Source: an optimization exercise on an open RTL-to-GDS flow (aim: small area). Production flows keep margins and buffers that such runs may drop. Function was checked by simulation only, so behaviour that the tests miss may differ from the original.

==> inputs of job 1876 <==
==> flow/design.v <==
`default_nettype none
module rf_ring (
	input  logic clk_i,
	input  logic wen_i,
	input  logic wbit_i,
	output logic head_o
);
	logic [31:0] q;
	always_ff @(posedge clk_i) begin
		q <= {wen_i ? wbit_i : q[0], q[31:1]};
	end
	assign head_o = q[0];
endmodule
module rf_rmux (
	input  logic [31:0] v_i,
	input  logic [4:0]  sel_i,
	output logic        o
);
	assign o = v_i[sel_i];
endmodule
module sh_reg (
	input  logic        clk_i,
	input  logic        ld_i,
	input  logic [31:0] pin_i,
	input  logic        sh_i,
	input  logic        sin_i,
	output logic [31:0] q_o
);
	always_ff @(posedge clk_i) begin
		if (ld_i) q_o <= pin_i;
		else if (sh_i) q_o <= {sin_i, q_o[31:1]};
	end
endmodule
module rf_wdec (
	input  logic [4:0]  rd_i,
	input  logic        we_i,
	input  logic        all_i,
	output logic [31:1] wen_o
);
	logic [3:0] hi;
	logic [7:0] lo;
	for (genvar i = 0; i < 4; i++) begin : g_hi
		assign hi[i] = all_i | (we_i & (rd_i[4:3] == i));
	end
	for (genvar i = 0; i < 8; i++) begin : g_lo
		assign lo[i] = all_i | (rd_i[2:0] == i);
	end
	for (genvar k = 1; k < 32; k++) begin : g_w
		assign wen_o[k] = hi[k >> 3] & lo[k & 7];
	end
endmodule
`default_nettype wire
`default_nettype none
module core_top (
	input  logic        clk_i,
	input  logic        rst_n_i,
	input  logic        fetch_enable_i,
	output logic        instr_req_o,
	output logic [31:0] instr_addr_o,
	input  logic        instr_gnt_i,
	input  logic        instr_rvalid_i,
	input  logic [31:0] instr_rdata_i,
	output logic        data_req_o,
	output logic        data_we_o,
	output logic [31:0] data_addr_o,
	output logic [31:0] data_wdata_o,
	input  logic        data_gnt_i,
	input  logic        data_rvalid_i,
	input  logic [31:0] data_rdata_i,
	output logic        core_busy_o
);
	localparam logic [3:0] S_CLR   = 4'd0;   
	localparam logic [3:0] S_IDLE  = 4'd1;
	localparam logic [3:0] S_FREQ  = 4'd2;   
	localparam logic [3:0] S_FWAIT = 4'd3;   
	localparam logic [3:0] S_RDY1  = 4'd4;   
	localparam logic [3:0] S_P1    = 4'd5;   
	localparam logic [3:0] S_P2B   = 4'd6;   
	localparam logic [3:0] S_P2S   = 4'd7;   
	localparam logic [3:0] S_DREQ  = 4'd8;   
	localparam logic [3:0] S_DWAIT = 4'd9;   
	localparam logic [3:0] S_RDY3  = 4'd10;  
	localparam logic [3:0] S_P3    = 4'd11;  
	logic [3:0]  state_q, state_d;
	logic [4:0]  ph_q;
	logic        st_q;      
	logic        neq_q;     
	logic        calu_q;    
	logic        cpc_q;     
	logic [31:0] ir_q;      
	logic [4:0]  rs2_q;     
	logic [31:0] addr_q;    
	logic [31:0] head;      
	wire ph0 = (ph_q == 5'd0);
	wire ir_ld = (state_q == S_FWAIT) & instr_rvalid_i;
	wire ph31 = (ph_q == 5'd31);
	wire [6:0] opc = ir_q[6:0];
	wire [2:0] f3  = ir_q[14:12];
	wire [6:0] f7  = ir_q[31:25];
	wire [4:0] rd  = ir_q[11:7];
	wire [4:0] rs1 = ir_q[19:15];
	wire f3_alu = (f3 == 3'b000) | (f3 == 3'b100) | (f3 == 3'b110) | (f3 == 3'b111);
	wire is_lui = (opc == 7'b0110111);
	wire is_opi = (opc == 7'b0010011) & f3_alu;
	wire is_op  = (opc == 7'b0110011) & f3_alu &
		((f7 == 7'b0000000) | ((f7 == 7'b0100000) & (f3 == 3'b000)));
	wire is_ld  = (opc == 7'b0000011) & (f3 == 3'b010);
	wire is_st  = (opc == 7'b0100011) & (f3 == 3'b010);
	wire is_br  = (opc == 7'b1100011) & (f3[2:1] == 2'b00);
	wire is_jal = (opc == 7'b1101111);
	wire in_clr = (state_q == S_CLR);
	wire in_p1  = (state_q == S_P1);
	wire in_p2b = (state_q == S_P2B);
	wire in_p2s = (state_q == S_P2S);
	wire in_p3  = (state_q == S_P3);
	logic [11:0] lo_v;
	logic [19:0] hi_v;
	logic [4:0]  s_v;
	logic        m_lo, m_hi, m_s, imm;
	assign lo_v = ir_q[31:20];
	assign hi_v = ir_q[31:12];
	assign s_v  = ir_q[11:7];
	assign m_lo = lo_v[ph_q[3:0]];
	assign m_hi = hi_v[ph_q - 5'd12];
	assign m_s  = s_v[ph_q[2:0]];
	always_comb begin
		if (is_lui) imm = (ph_q >= 5'd12) ? m_hi : 1'b0;
		else if ((ph_q == 5'd0) && (is_br | is_jal)) imm = 1'b0;
		else if (ph_q <= 5'd4) imm = (is_st | is_br) ? m_s : m_lo;
		else if (ph_q <= 5'd10) imm = m_lo;
		else if (ph_q == 5'd11) imm = is_br ? ir_q[7] : is_jal ? ir_q[20] : ir_q[31];
		else if ((ph_q <= 5'd19) && is_jal) imm = m_hi;
		else imm = ir_q[31];
	end
	wire four = (ph_q == 5'd2);
	wire pc_bit = head[0];
	logic [31:0] hz;
	logic rs1_bit, rs2_bit;
	assign hz = {head[31:1], 1'b0};
	rf_rmux u_rmux_a (.v_i(hz), .sel_i(rs1), .o(rs1_bit));
	rf_rmux u_rmux_b (.v_i(hz), .sel_i(rs2_q), .o(rs2_bit));
	wire a = is_jal ? pc_bit : is_lui ? 1'b0 : rs1_bit;
	wire b0 = (is_op | is_br) ? rs2_bit : is_jal ? four : imm;
	wire sub = is_op & ir_q[30];
	wire b = b0 ^ sub;
	wire cin = ph0 ? sub : calu_q;
	wire sum = a ^ b ^ cin;
	wire cout = (a & b) | (a & cin) | (b & cin);
	logic alu;
	always_comb begin
		if (is_op | is_opi) begin
			case (f3)
				3'b100:  alu = a ^ b;
				3'b110:  alu = a | b;
				3'b111:  alu = a & b;
				default: alu = sum;
			endcase
		end else begin
			alu = sum;
		end
	end
	wire taken = neq_q ^ ~f3[0];
	logic inc;
	always_comb begin
		inc = 1'b0;
		if (in_p1) inc = is_jal ? imm : is_br ? 1'b0 : four;
		if (in_p2b) inc = taken ? imm : four;
	end
	wire cpc_in = ph0 ? 1'b0 : cpc_q;
	wire pc_sum = pc_bit ^ inc ^ cpc_in;
	wire pc_in = in_clr ? 1'b0 : pc_sum;
	wire rf_we = (in_p1 & (is_lui | is_opi | is_op | is_jal)) | (in_p3 & ~st_q);
	wire wbit = in_clr ? 1'b0 : in_p3 ? addr_q[0] : alu;
	logic [31:0] pc_q;
	always_ff @(posedge clk_i) begin
		pc_q <= {pc_in, pc_q[31:1]};
	end
	assign head[0] = pc_q[0];
	logic [31:1] wen;
	rf_wdec u_wdec (.rd_i(rd), .we_i(rf_we), .all_i(in_clr), .wen_o(wen));
	for (genvar k = 1; k < 32; k++) begin : g_rf
		rf_ring u_ring (.clk_i(clk_i), .wen_i(wen[k]), .wbit_i(wbit), .head_o(head[k]));
	end
	wire running = in_clr | in_p1 | in_p2b | in_p3;
	wire [3:0] go = fetch_enable_i ? S_FREQ : S_IDLE;
	always_comb begin
		state_d = state_q;
		case (state_q)
			S_CLR:   if (ph31) state_d = go;
			S_IDLE:  if (fetch_enable_i) state_d = S_FREQ;
			S_FREQ:  if (instr_gnt_i) state_d = S_FWAIT;
			S_FWAIT: if (instr_rvalid_i) state_d = ph31 ? S_P1 : S_RDY1;
			S_RDY1:  if (ph31) state_d = S_P1;
			S_P1:    if (ph31) state_d = is_br ? S_P2B : is_st ? S_P2S :
					is_ld ? S_DREQ : go;
			S_P2B:   if (ph31) state_d = go;
			S_P2S:   if (ph31) state_d = S_DREQ;
			S_DREQ:  if (data_gnt_i) state_d = S_DWAIT;
			S_DWAIT: if (data_rvalid_i) state_d = ph31 ? S_P3 : S_RDY3;
			S_RDY3:  if (ph31) state_d = S_P3;
			S_P3:    if (ph31) state_d = go;
			default: state_d = S_CLR;
		endcase
	end
	always_ff @(posedge clk_i or negedge rst_n_i) begin
		if (!rst_n_i) begin
			state_q <= S_CLR;
			ph_q    <= 5'd0;
		end else begin
			state_q <= state_d;
			ph_q    <= ph_q + 5'd1;
		end
	end
	always_ff @(posedge clk_i) begin
		calu_q <= cout;
		cpc_q  <= (pc_bit & inc) | (pc_bit & cpc_in) | (inc & cpc_in);
		if (in_p1) neq_q <= (ph0 ? 1'b0 : neq_q) | (a ^ b);
		if (in_p1 & ph31) st_q <= is_st;
		if (ir_ld) rs2_q <= instr_rdata_i[24:20];
	end
	sh_reg u_ir (.clk_i(clk_i), .ld_i(ir_ld), .pin_i(instr_rdata_i), .sh_i(in_p2s),
		.sin_i(rs2_bit), .q_o(ir_q));
	sh_reg u_addr (.clk_i(clk_i), .ld_i((state_q == S_DWAIT) & data_rvalid_i),
		.pin_i(data_rdata_i), .sh_i(running),
		.sin_i((in_p1 & (is_ld | is_st)) ? alu : pc_in), .q_o(addr_q));
	assign instr_req_o  = (state_q == S_FREQ);
	assign instr_addr_o = addr_q;
	assign data_req_o   = (state_q == S_DREQ);
	assign data_we_o    = st_q;
	assign data_addr_o  = addr_q;
	assign data_wdata_o = ir_q;
	assign core_busy_o  = (state_q != S_IDLE);
endmodule
`default_nettype wire
==> flow/flow/run.sh <==
#!/bin/bash
set -euo pipefail
export BUFFER_PORTS_ARGS="-buffer_cell sky130_fd_sc_hd__buf_1"
export CTS_ARGS="-sink_clustering_enable -repair_clock_nets -dont_use_dummy_load -buf_list sky130_fd_sc_hd__clkbuf_8 -sink_clustering_size 22 -sink_clustering_max_diameter 50"
bash standard.sh > standard_flow.log 2>&1
==> flow/standard.sh <==
#!/bin/bash
# synth_recipe.tcl (not shown) runs the flow's synth.tcl, then flattens the netlist and writes it again
# the make line also repeats each setting of config.mk as NAME=value (left out here)
make -C /OpenROAD-flow-scripts/flow DESIGN_CONFIG=/design/flow/config.mk WORK_HOME=/design/flow/orfs CLKGATE_MAP_FILE= SYNTH_SCRIPT=/design/flow/synth_recipe.tcl "${@:-finish}"
==> flow/config.mk <==
export PLATFORM = sky130hd
export DESIGN_NAME = core_top
export DESIGN_NICKNAME = core_top
export VERILOG_FILES = /design/flow/design.v
export SDC_FILE = /design/flow/constraint.sdc
export NUM_CORES = 4
export LEC_CHECK = 0
export ABC_AREA = 0
export CAP_MARGIN = 20
export CELL_PAD_IN_SITES_DETAIL_PLACEMENT = 0
export CELL_PAD_IN_SITES_GLOBAL_PLACEMENT = 0
export CORE_MARGIN = 2
export CORE_UTILIZATION = 60
export PLACE_DENSITY = 0.7
export SLEW_MARGIN = 20
==> flow/constraint.sdc <==
create_clock -name core_clock -period 10.0 [get_ports {clk_i}]
set_input_delay 2.0000 -clock core_clock [delete_from_list [all_inputs] [get_ports {clk_i}]]
set_output_delay 2.0000 -clock core_clock [all_outputs]
set_load 0.01 [all_outputs]
==> inputs of job 9042, as changes to job 1876 <==
--- a/flow/design.v
+++ b/flow/design.v
@@ -1,54 +1,2 @@
-`default_nettype none
-module rf_ring (
-	input  logic clk_i,
-	input  logic wen_i,
-	input  logic wbit_i,
-	output logic head_o
-);
-	logic [31:0] q;
-	always_ff @(posedge clk_i) begin
-		q <= {wen_i ? wbit_i : q[0], q[31:1]};
-	end
-	assign head_o = q[0];
-endmodule
-module rf_rmux (
-	input  logic [31:0] v_i,
-	input  logic [4:0]  sel_i,
-	output logic        o
-);
-	assign o = v_i[sel_i];
-endmodule
-module sh_reg (
-	input  logic        clk_i,
-	input  logic        ld_i,
-	input  logic [31:0] pin_i,
-	input  logic        sh_i,
-	input  logic        sin_i,
-	output logic [31:0] q_o
-);
-	always_ff @(posedge clk_i) begin
-		if (ld_i) q_o <= pin_i;
-		else if (sh_i) q_o <= {sin_i, q_o[31:1]};
-	end
-endmodule
-module rf_wdec (
-	input  logic [4:0]  rd_i,
-	input  logic        we_i,
-	input  logic        all_i,
-	output logic [31:1] wen_o
-);
-	logic [3:0] hi;
-	logic [7:0] lo;
-	for (genvar i = 0; i < 4; i++) begin : g_hi
-		assign hi[i] = all_i | (we_i & (rd_i[4:3] == i));
-	end
-	for (genvar i = 0; i < 8; i++) begin : g_lo
-		assign lo[i] = all_i | (rd_i[2:0] == i);
-	end
-	for (genvar k = 1; k < 32; k++) begin : g_w
-		assign wen_o[k] = hi[k >> 3] & lo[k & 7];
-	end
-endmodule
-`default_nettype wire
 `default_nettype none
 module core_top (
@@ -91,7 +39,7 @@
 	logic [4:0]  rs2_q;     
 	logic [31:0] addr_q;    
-	logic [31:0] head;      
+	logic [31:0] ring_q [0:31];   
+	logic [31:0] head;
 	wire ph0 = (ph_q == 5'd0);
-	wire ir_ld = (state_q == S_FWAIT) & instr_rvalid_i;
 	wire ph31 = (ph_q == 5'd31);
 	wire [6:0] opc = ir_q[6:0];
@@ -114,30 +62,21 @@
 	wire in_p2s = (state_q == S_P2S);
 	wire in_p3  = (state_q == S_P3);
-	logic [11:0] lo_v;
-	logic [19:0] hi_v;
-	logic [4:0]  s_v;
-	logic        m_lo, m_hi, m_s, imm;
-	assign lo_v = ir_q[31:20];
-	assign hi_v = ir_q[31:12];
-	assign s_v  = ir_q[11:7];
-	assign m_lo = lo_v[ph_q[3:0]];
-	assign m_hi = hi_v[ph_q - 5'd12];
-	assign m_s  = s_v[ph_q[2:0]];
+	logic imm_i, imm_s, imm_b, imm_u, imm_j, imm;
 	always_comb begin
-		if (is_lui) imm = (ph_q >= 5'd12) ? m_hi : 1'b0;
-		else if ((ph_q == 5'd0) && (is_br | is_jal)) imm = 1'b0;
-		else if (ph_q <= 5'd4) imm = (is_st | is_br) ? m_s : m_lo;
-		else if (ph_q <= 5'd10) imm = m_lo;
-		else if (ph_q == 5'd11) imm = is_br ? ir_q[7] : is_jal ? ir_q[20] : ir_q[31];
-		else if ((ph_q <= 5'd19) && is_jal) imm = m_hi;
-		else imm = ir_q[31];
+		imm_i = (ph_q <= 5'd10) ? ir_q[5'd20 + ph_q] : ir_q[31];
+		imm_s = (ph_q <= 5'd4) ? ir_q[5'd7 + ph_q] : imm_i;
+		imm_b = (ph_q == 5'd0) ? 1'b0 : (ph_q == 5'd11) ? ir_q[7] : imm_s;
+		imm_u = (ph_q <= 5'd11) ? 1'b0 : ir_q[ph_q];
+		imm_j = (ph_q == 5'd0) ? 1'b0 : (ph_q == 5'd11) ? ir_q[20] :
+			((ph_q >= 5'd12) && (ph_q <= 5'd19)) ? ir_q[ph_q] : imm_i;
+		imm = is_lui ? imm_u : is_st ? imm_s : is_br ? imm_b : is_jal ? imm_j : imm_i;
 	end
 	wire four = (ph_q == 5'd2);
+	always_comb begin
+		for (int k = 0; k < 32; k++) head[k] = ring_q[k][0];
+	end
 	wire pc_bit = head[0];
-	logic [31:0] hz;
-	logic rs1_bit, rs2_bit;
-	assign hz = {head[31:1], 1'b0};
-	rf_rmux u_rmux_a (.v_i(hz), .sel_i(rs1), .o(rs1_bit));
-	rf_rmux u_rmux_b (.v_i(hz), .sel_i(rs2_q), .o(rs2_bit));
+	wire rs1_bit = (rs1 == 5'd0) ? 1'b0 : head[rs1];
+	wire rs2_bit = (rs2_q == 5'd0) ? 1'b0 : head[rs2_q];
 	wire a = is_jal ? pc_bit : is_lui ? 1'b0 : rs1_bit;
 	wire b0 = (is_op | is_br) ? rs2_bit : is_jal ? four : imm;
@@ -164,6 +103,6 @@
 	always_comb begin
 		inc = 1'b0;
-		if (in_p1) inc = is_jal ? imm : is_br ? 1'b0 : four;
-		if (in_p2b) inc = taken ? imm : four;
+		if (in_p1) inc = is_jal ? imm_j : is_br ? 1'b0 : four;
+		if (in_p2b) inc = taken ? imm_b : four;
 	end
 	wire cpc_in = ph0 ? 1'b0 : cpc_q;
@@ -172,13 +111,12 @@
 	wire rf_we = (in_p1 & (is_lui | is_opi | is_op | is_jal)) | (in_p3 & ~st_q);
 	wire wbit = in_clr ? 1'b0 : in_p3 ? addr_q[0] : alu;
-	logic [31:0] pc_q;
 	always_ff @(posedge clk_i) begin
-		pc_q <= {pc_in, pc_q[31:1]};
+		ring_q[0] <= {pc_in, ring_q[0][31:1]};
 	end
-	assign head[0] = pc_q[0];
-	logic [31:1] wen;
-	rf_wdec u_wdec (.rd_i(rd), .we_i(rf_we), .all_i(in_clr), .wen_o(wen));
 	for (genvar k = 1; k < 32; k++) begin : g_rf
-		rf_ring u_ring (.clk_i(clk_i), .wen_i(wen[k]), .wbit_i(wbit), .head_o(head[k]));
+		wire wen = in_clr | (rf_we & (rd == k));
+		always_ff @(posedge clk_i) begin
+			ring_q[k] <= {wen ? wbit : ring_q[k][0], ring_q[k][31:1]};
+		end
 	end
 	wire running = in_clr | in_p1 | in_p2b | in_p3;
@@ -217,11 +155,16 @@
 		if (in_p1) neq_q <= (ph0 ? 1'b0 : neq_q) | (a ^ b);
 		if (in_p1 & ph31) st_q <= is_st;
-		if (ir_ld) rs2_q <= instr_rdata_i[24:20];
+		if (state_q == S_FWAIT & instr_rvalid_i) begin
+			ir_q  <= instr_rdata_i;
+			rs2_q <= instr_rdata_i[24:20];
+		end else if (in_p2s) begin
+			ir_q <= {rs2_bit, ir_q[31:1]};
+		end
+		if (state_q == S_DWAIT & data_rvalid_i) begin
+			addr_q <= data_rdata_i;
+		end else if (running) begin
+			addr_q <= {(in_p1 & (is_ld | is_st)) ? alu : pc_in, addr_q[31:1]};
+		end
 	end
-	sh_reg u_ir (.clk_i(clk_i), .ld_i(ir_ld), .pin_i(instr_rdata_i), .sh_i(in_p2s),
-		.sin_i(rs2_bit), .q_o(ir_q));
-	sh_reg u_addr (.clk_i(clk_i), .ld_i((state_q == S_DWAIT) & data_rvalid_i),
-		.pin_i(data_rdata_i), .sh_i(running),
-		.sin_i((in_p1 & (is_ld | is_st)) ? alu : pc_in), .q_o(addr_q));
 	assign instr_req_o  = (state_q == S_FREQ);
 	assign instr_addr_o = addr_q;
==> flow/run.sh (new file) <==
#!/bin/bash
# synth_recipe.tcl (not shown) runs the flow's synth.tcl, then flattens the netlist and writes it again
# the make line also repeats each setting of config.mk as NAME=value (left out here)
make -C /OpenROAD-flow-scripts/flow DESIGN_CONFIG=/design/flow/config.mk WORK_HOME=/design/flow/orfs CLKGATE_MAP_FILE= SYNTH_SCRIPT=/design/flow/synth_recipe.tcl finish
==> flow/config.mk (replaced) <==
export PLATFORM = sky130hd
export DESIGN_NAME = core_top
export DESIGN_NICKNAME = core_top
export VERILOG_FILES = /design/flow/design.v
export SDC_FILE = /design/flow/constraint.sdc
export NUM_CORES = 4
export LEC_CHECK = 0
export CAP_MARGIN = 20
export CELL_PAD_IN_SITES_DETAIL_PLACEMENT = 1
export CELL_PAD_IN_SITES_GLOBAL_PLACEMENT = 2
export CORE_MARGIN = 2
export CORE_UTILIZATION = 35
export SLEW_MARGIN = 20
removed: flow/flow/run.sh
removed: flow/standard.sh
==> notes <==
In job 9042 the first-iteration DRC count is smaller than in job 1876, by about 43%. Between job 9042 and job 1876, the lower worst setup slack is in job 9042 (gap 280 ps). In sequential cell count, job 9042 and job 1876 do not differ. Between job 1876 and job 9042, the lower global-route usage is in job 9042 (gap 5.3 points).

re-timing with driven ports:
Ports are ideal in the flow. The routed layouts listed here were re-timed in OpenROAD.
Step 1 assumes that a clkbuf_16 drives the clock port and a buf_2 every other input.
Step 2, shift: input delay + t, output delay - t, t = (earliest + latest rising clock arrival at the registers) / 2. This alone moves slack from input paths to output paths.
Three values: ideal, step 1, step 2; two values: the first two.
run	t (ns)	setup slack, ns	worst setup path after step 2	clock arrival spread, ns	pins driven straight from the clock port
job 1876	0.685	5.069 / 5.069 / 5.069	register to register	0.093 / 0.094	1
job 9042	0.696	4.791 / 4.791 / 4.791	register to register	0.039 / 0.039	1
After both steps every run listed still meets setup and hold.
